Background: an optimization exercise with open tools, aiming at small area. Do not read the settings as production practice.
Only simulation tests tie the RTL to the original design; equivalence was not proved.
Power is estimated from default activity; no workload was simulated.

## regfile_mp_sb
module regfile_mp_sb
#(
  parameter int DATA_W   = regfile_pkg::DATA_W_DEF,
  parameter int NUM_REGS = regfile_pkg::NUM_REGS_DEF,
  parameter int ZERO_REG = 1,
  parameter int BYPASS   = 1,
  localparam int ADDR_W  = $clog2(NUM_REGS)
) (
  input  logic              Clk,
  input  logic              Rst_n,
  input  logic [ADDR_W-1:0] RA,
  input  logic [ADDR_W-1:0] RB,
  output logic [DATA_W-1:0] BusA,
  output logic [DATA_W-1:0] BusB,
  input  logic [ADDR_W-1:0] RW0,
  input  logic [DATA_W-1:0] BusW0,
  input  logic              RegWr0,
  input  logic [ADDR_W-1:0] RW1,
  input  logic [DATA_W-1:0] BusW1,
  input  logic              RegWr1,
  input  logic [ADDR_W-1:0] IssueRd,
  input  logic              IssueVld,
  output logic              IssueStall,
  output logic              BusyA,
  output logic              BusyB,
  output logic [ADDR_W:0]   PendCount
);
  localparam logic [ADDR_W-1:0] ZA = ADDR_W'(regfile_pkg::ZERO_ADDR);
  localparam int FIRST = (ZERO_REG != 0) ? 1 : 0;
  localparam int NR    = NUM_REGS - FIRST;    
  localparam int SLICE = 4;
  logic [NR-1:0][DATA_W-1:0] mem_q;
  logic [NR-1:0]             vld_q, dA, dB, dW0, dW1, dI;
  logic [NR-1:0]             s0, s1, hold, selA, selB;
  logic                      bA0, bA1, bB0, bB1;
  logic                      we0, we1, nbA, nbB, vA, vB, xA, xB;
  logic                      ph_q;
  logic [DATA_W-1:0]         X0, X1;
  always_ff @(posedge Clk or negedge Rst_n) begin
    if (!Rst_n) ph_q <= 1'b0;
    else        ph_q <= !ph_q;
  end
  assign X1 = BusW1 ^ {DATA_W{ph_q}};
  assign X0 = BusW0 ^ {DATA_W{ph_q}};
  assign we1 = RegWr1 && !((ZERO_REG != 0) && (RW1 == ZA));
  assign we0 = RegWr0 && !((ZERO_REG != 0) && (RW0 == ZA)) && !(RegWr1 && (RW1 == RW0));
  assign bA1 = (BYPASS != 0) && we1 && (RW1 == RA);
  assign bA0 = (BYPASS != 0) && we0 && (RW0 == RA);
  assign bB1 = (BYPASS != 0) && we1 && (RW1 == RB);
  assign bB0 = (BYPASS != 0) && we0 && (RW0 == RB);
  assign nbA = !(bA1 || bA0);
  assign nbB = !(bB1 || bB0);
  rf_dec  #(.NR(NR), .FIRST(FIRST)) u_dA  (.a(RA),                .d(dA));
  rf_dec  #(.NR(NR), .FIRST(FIRST)) u_dB  (.a(RB),                .d(dB));
  rf_dec  #(.NR(NR), .FIRST(FIRST)) u_dI  (.a(IssueRd),           .d(dI));
  ...
For scale: ~1100 flip-flops, ~170 I/O pins, about 46000 um2 of cells after synthesis.
export LEC_CHECK = 0
export CAP_MARGIN = 20
export CELL_PAD_IN_SITES_DETAIL_PLACEMENT = 1
export CELL_PAD_IN_SITES_GLOBAL_PLACEMENT = 2
export CORE_MARGIN = 2
export CORE_UTILIZATION = 40
export SLEW_MARGIN = 20
export SYNTH_HIERARCHICAL = 1
export SYNTH_MINIMUM_KEEP_SIZE = 0
create_clock -name core_clock -period 9.0 [get_ports {Clk}]
standard.sh (not shown) runs the stock make flow with config.mk's settings and CLKGATE_MAP_FILE= SYNTH_SCRIPT=/design/flow/synth_recipe.tcl, a recipe that flattens the netlist after the stock synthesis.
==> flow/flow/run.sh <==
#!/bin/bash
# The standard layout (the standard.sh) with two changes:
# * clock tree synthesis without dummy loads and with sink clusters of up to 20 flip-flops within 120 um,
#   so the clock tree uses fewer and no unloaded buffers;
# * the port buffers are the platform's smallest buffer (buf_1) rather than
#   the delay buffer buffer_ports picks by default.
# Make's full output goes to flow_make.log in this folder; ORFS's per-step
# logs stay under orfs/logs/.
set -euo pipefail
CTS="-sink_clustering_enable -repair_clock_nets -dont_use_dummy_load"
CTS="$CTS -sink_clustering_size 20 -sink_clustering_max_diameter 120"
CTS="$CTS -buf_list {sky130_fd_sc_hd__clkbuf_16}"
bash standard.sh "CTS_ARGS=$CTS" "BUFFER_PORTS_ARGS=-buffer_cell sky130_fd_sc_hd__buf_1" finish > flow_make.log 2>&1
Rerun with:
--- a/flow/flow/run.sh
+++ b/flow/flow/run.sh
@@ -3 +3 @@
-# * clock tree synthesis without dummy loads and with sink clusters of up to 20 flip-flops within 120 um,
+# * clock tree synthesis without dummy loads and with sink clusters of up to 20 flip-flops,
@@ -11 +11 @@
-CTS="$CTS -sink_clustering_size 20 -sink_clustering_max_diameter 120"
+CTS="$CTS -sink_clustering_size 20"
Effect: Power grows by 10%. Cell area grows by 2.8%. Wire length grows by 0.50%. Combinational power is about the same. Die area does not change. Utilization grows by 1.3 points. Worst hold slack is worse by 0.0061 ns. Setup slack is worse by 0.051 ns. Sequential cell count is unchanged. Maximum frequency shrinks by about 0.6%. Via count grows by 0.94%.

[separate check: timing with driven ports]
Ports are ideal in the flow. The routed layouts listed here were re-timed in OpenROAD. Step 1 assumes that a clkbuf_16 drives the clock port and a buf_2 every other input. Step 2 times the ports against the registers' clock, not the clock port: input delays grow and output delays shrink by t, the midpoint of the rising clock arrivals with the driver on. Slacks: no drivers / after step 1 / after step 2; pairs: no drivers / after step 1.
run	t, ns	slack for setup (ns)	clock arrival spread, ns	worst data-port slew with drivers (ns)	pins driven straight from the clock port
the first run	0.783	0.444 / 0.413 / 0.413	0.137 / 0.137	0.06	1
the second run	0.790	0.393 / 0.365 / 0.365	0.107 / 0.107	0.06	1
After both steps setup and hold are still met in every run listed. For the first run, which loses most, drivers alone change the setup slack by -0.031 ns; drivers and shift together by -0.031 ns.
